This design comes from an exercise in tuning for small area, a short achievable clock period and few clock cycles on the open sky130 flow, not from production work. In this exercise RTL edits were held to simulation tests only and were not proved equivalent to the original. No activity file was given, so power comes from the tool's default toggle rates.

## imd_top
module imd_top #(
	parameter int REG_WIDTH = imd_pkg::IMD_REG_WIDTH_DEF
) (
	input  logic			clk,
	input  logic			nrst,
	input  logic [3:0]		i_imuldiv_op,		 
	input  logic [REG_WIDTH-1:0]	i_rs_val,
	input  logic [REG_WIDTH-1:0]	i_rt_val,
	input  logic			i_mem_stall,
	input  logic			i_fetch_stall,
	input  logic			i_nullify_execute,
	input  logic			i_nullify_mem,
	input  logic			i_nullify_wb,
	output logic			o_exec_stall,		 
	output logic [REG_WIDTH-1:0]	o_rd_val,
	output logic			o_rd_valid
);
For scale: about 2600 cells after synthesis, ~110 I/O pins, ~21000 um2 of cells after synthesis.
clock: 6.5 ns
lec_check: 0
cap_margin: 20
core_margin: 2
core_utilization: 40
place_density: 0.45
setup_slack_margin: 2.5
slew_margin: 20
standard.sh (not shown) runs the stock make flow with config.mk's settings and CLKGATE_MAP_FILE= SYNTH_SCRIPT=/design/flow/synth_recipe.tcl, a recipe that flattens the netlist after the stock synthesis.
==> flow/flow/run.sh <==
#!/bin/bash
# Standard layout with two placement/repair knobs changed:
#  - port buffers are plain sky130 buffers (buf_1) instead of the delay cell
#    buffer_ports picks by default; every port still gets its own buffer;
#  - the resizer may change a cell's footprint when it repairs timing.
set -euo pipefail
bash standard.sh MATCH_CELL_FOOTPRINT=0 "BUFFER_PORTS_ARGS=-buffer_cell sky130_fd_sc_hd__buf_1" finish > standard_make.log 2>&1
Testbench counts at the start, summed over its fixed seeds: cycles 31,558.
Change:
ABC_AREA = 1   (was default)
PLACE_DENSITY = default   (was 0.45)
Result: Via count climbs by 18%; area after synthesis climbs by 12%; power climbs by 6.8%; setup slack gains 0.078 ns; global-route usage drops by 1.3 points; critical path depth stays the same; combinational power climbs by about 10%; synthesized cell count climbs by 44%; maximum frequency climbs by 2.0%; clock-buffer cell count climbs by 1.
Change:
ABC_AREA = default   (was 1)
CORE_UTILIZATION = 60   (was 40)
Effect: The new run produced a clean layout. Total power is lower by 6.8%. Final area is lower by 7.9%. Routed wire length is lower by about 20%. Worst setup slack gets worse by 0.098 ns. Non-clock buffer count is higher by 70. Sequential cell count is unchanged. Clock power is higher by about 5%. Worst hold slack gets better by 0.027 ns. Via count is lower by 13%.
Change:
CORE_UTILIZATION = 40   (was 60)
PLACE_DENSITY = 0.75   (was default)
Result: The changed run passed the timing, DRC and antenna checks; area after synthesis does not change; power decreases by 2.0%; first-iteration DRC count shrinks by 2.7%; clock power climbs by about 6%; final cell count is higher by 6.9%; non-clock buffer count goes down by 12; global-route usage is lower by 18 points; utilization is lower by 22 points; maximum frequency climbs by 2.0%.

* * *

== garnet ==
Starting RTL as in the previous note.
Settings: LEC_CHECK=0, CAP_MARGIN=20, CORE_MARGIN=2, CORE_UTILIZATION=40, SETUP_SLACK_MARGIN=3.0, SLEW_MARGIN=20; clock period 6.5 ns.
Scripts as last shown in full above: flow/flow/run.sh
Looking at the reports, garnet completed the entire flow and the layout it produced met the timing, DRC and antenna checks.
Testbench counts of garnet, summed over its fixed seeds: cycles 31,558.
For raven, these inputs were changed with respect to garnet:
Settings: SETUP_SLACK_MARGIN changed from 3.0 to 2.75; TNS_END_PERCENT newly set to 10.
[summary]
raven vs garnet — data arrival time at the worst-slack endpoint rose 80 ps.
Summary of raven over garnet: non-clock buffer count dropped 25%, sequential share of layout area shows an increase of 1.2 points.
raven vs garnet on final worst clock skew: raven is the higher one.
raven against garnet: count of clock-buffer cells in the layout has increased; iteration count of the initial detailed-routing pass has decreased.
Against garnet, raven reports a relative slew slack that is higher.
Delta (raven minus garnet): initial antenna violation count shows no meaningful change; routed wire length shows an increase of 1.1%; number of gates on the worst path with buffers counted shows a reduction of 3.
Input-level comparison between harbor and raven:
Settings: a change of SETUP_SLACK_MARGIN from 2.75 to 2.5; a deleted TNS_END_PERCENT that had been 10.
==> flow/run.sh (new file) <==
#!/bin/bash
# synth_recipe.tcl (not shown) runs the flow's synth.tcl, then flattens the netlist and writes it again
# the make line also repeats each setting of config.mk as NAME=value (left out here)
make -C /OpenROAD-flow-scripts/flow DESIGN_CONFIG=/design/flow/config.mk WORK_HOME=/design/flow/orfs CLKGATE_MAP_FILE= SYNTH_SCRIPT=/design/flow/synth_recipe.tcl finish
removed: flow/flow/run.sh
removed: flow/standard.sh
==> notes.md <==
Relative to raven, the maximum ir drop on the vdd rail measured on harbor has decreased by a few percent. Of the two values seen for cell with the biggest individual delay on the critical path, sky130_fd_sc_hd__fa_1 was produced by harbor and sky130_fd_sc_hd__buf_1 by raven. raven and harbor ended up with roughly the same layout net count. Power share of the clock group delta for harbor relative to raven: 0.4 points lower. ~same final hold violation count in harbor and raven. harbor ended with more routability congestion estimate than raven. harbor vs raven — post-route worst setup slack dropped 110 ps. Cmp harbor and raven / sequential cell area share / higher: raven. harbor vs. raven: maximum number of pins on one net before global-route repair went up by 18. Count of inserted antenna diode cells, harbor and raven: lower on harbor. Compared with raven, harbor shows a lower overall power of the completed layout. reg2reg as the critical setup path kind was reported by harbor, and in2reg by raven. When the final numbers for harbor and raven were put side by side, the area added between synthesis and finish turned out to be smaller in raven.

==> separate check: timing with driven ports <==
How much do the figures lean on ideal ports? The routed layouts below were timed once more, with nothing changed but the port constraints. Step 1 sets driving cells, clkbuf_16 on the clock port and buf_2 on the other inputs (assumed; they add their load-dependent delay and slew). Step 2 adds t to the input delays and takes it off the output delays; t is the mean of the earliest and latest rising clock arrival at the registers after step 1. Input paths then give back, and output paths get back, about the clock's delay inside the block. a / b / c = ideal ports / drivers / drivers and shift; a / b = the first two.
| run | shift t [ns] | setup WS [ns] | hold slack, ns | worst setup path at the end | clock arrival spread, ns |
|---|---|---|---|---|---|
| the first run of note 1 | 0.568 | 2.456 / 2.452 / 1.927 | 0.505 / 0.505 / 0.505 | input to register | 0.017 / 0.016 |
| the second run of note 1 | 0.516 | 2.534 / 2.534 / 2.074 | 0.448 / 0.448 / 0.448 | input to register | 0.012 / 0.011 |
| the third run of note 1 | 0.518 | 2.437 / 2.437 / 2.057 | 0.475 / 0.475 / 0.475 | input to register | 0.013 / 0.013 |
| the fourth run of note 1 | 0.551 | 2.515 / 2.524 / 2.000 | 0.499 / 0.499 / 0.499 | input to register | 0.016 / 0.016 |
| garnet | 0.546 | 2.627 / 2.627 / 2.327 | 0.485 / 0.485 / 0.485 | input to register | 0.014 / 0.014 |
| raven | 0.574 | 2.543 / 2.580 / 2.007 | 0.495 / 0.495 / 0.495 | input to register | 0.022 / 0.023 |
| harbor | 0.572 | 2.438 / 2.438 / 1.917 | 0.492 / 0.492 / 0.492 | input to register | 0.018 / 0.018 |
After both steps every run listed still meets setup and hold. For raven, which loses most, drivers alone change the setup slack by +0.037 ns; drivers and shift together by -0.536 ns.
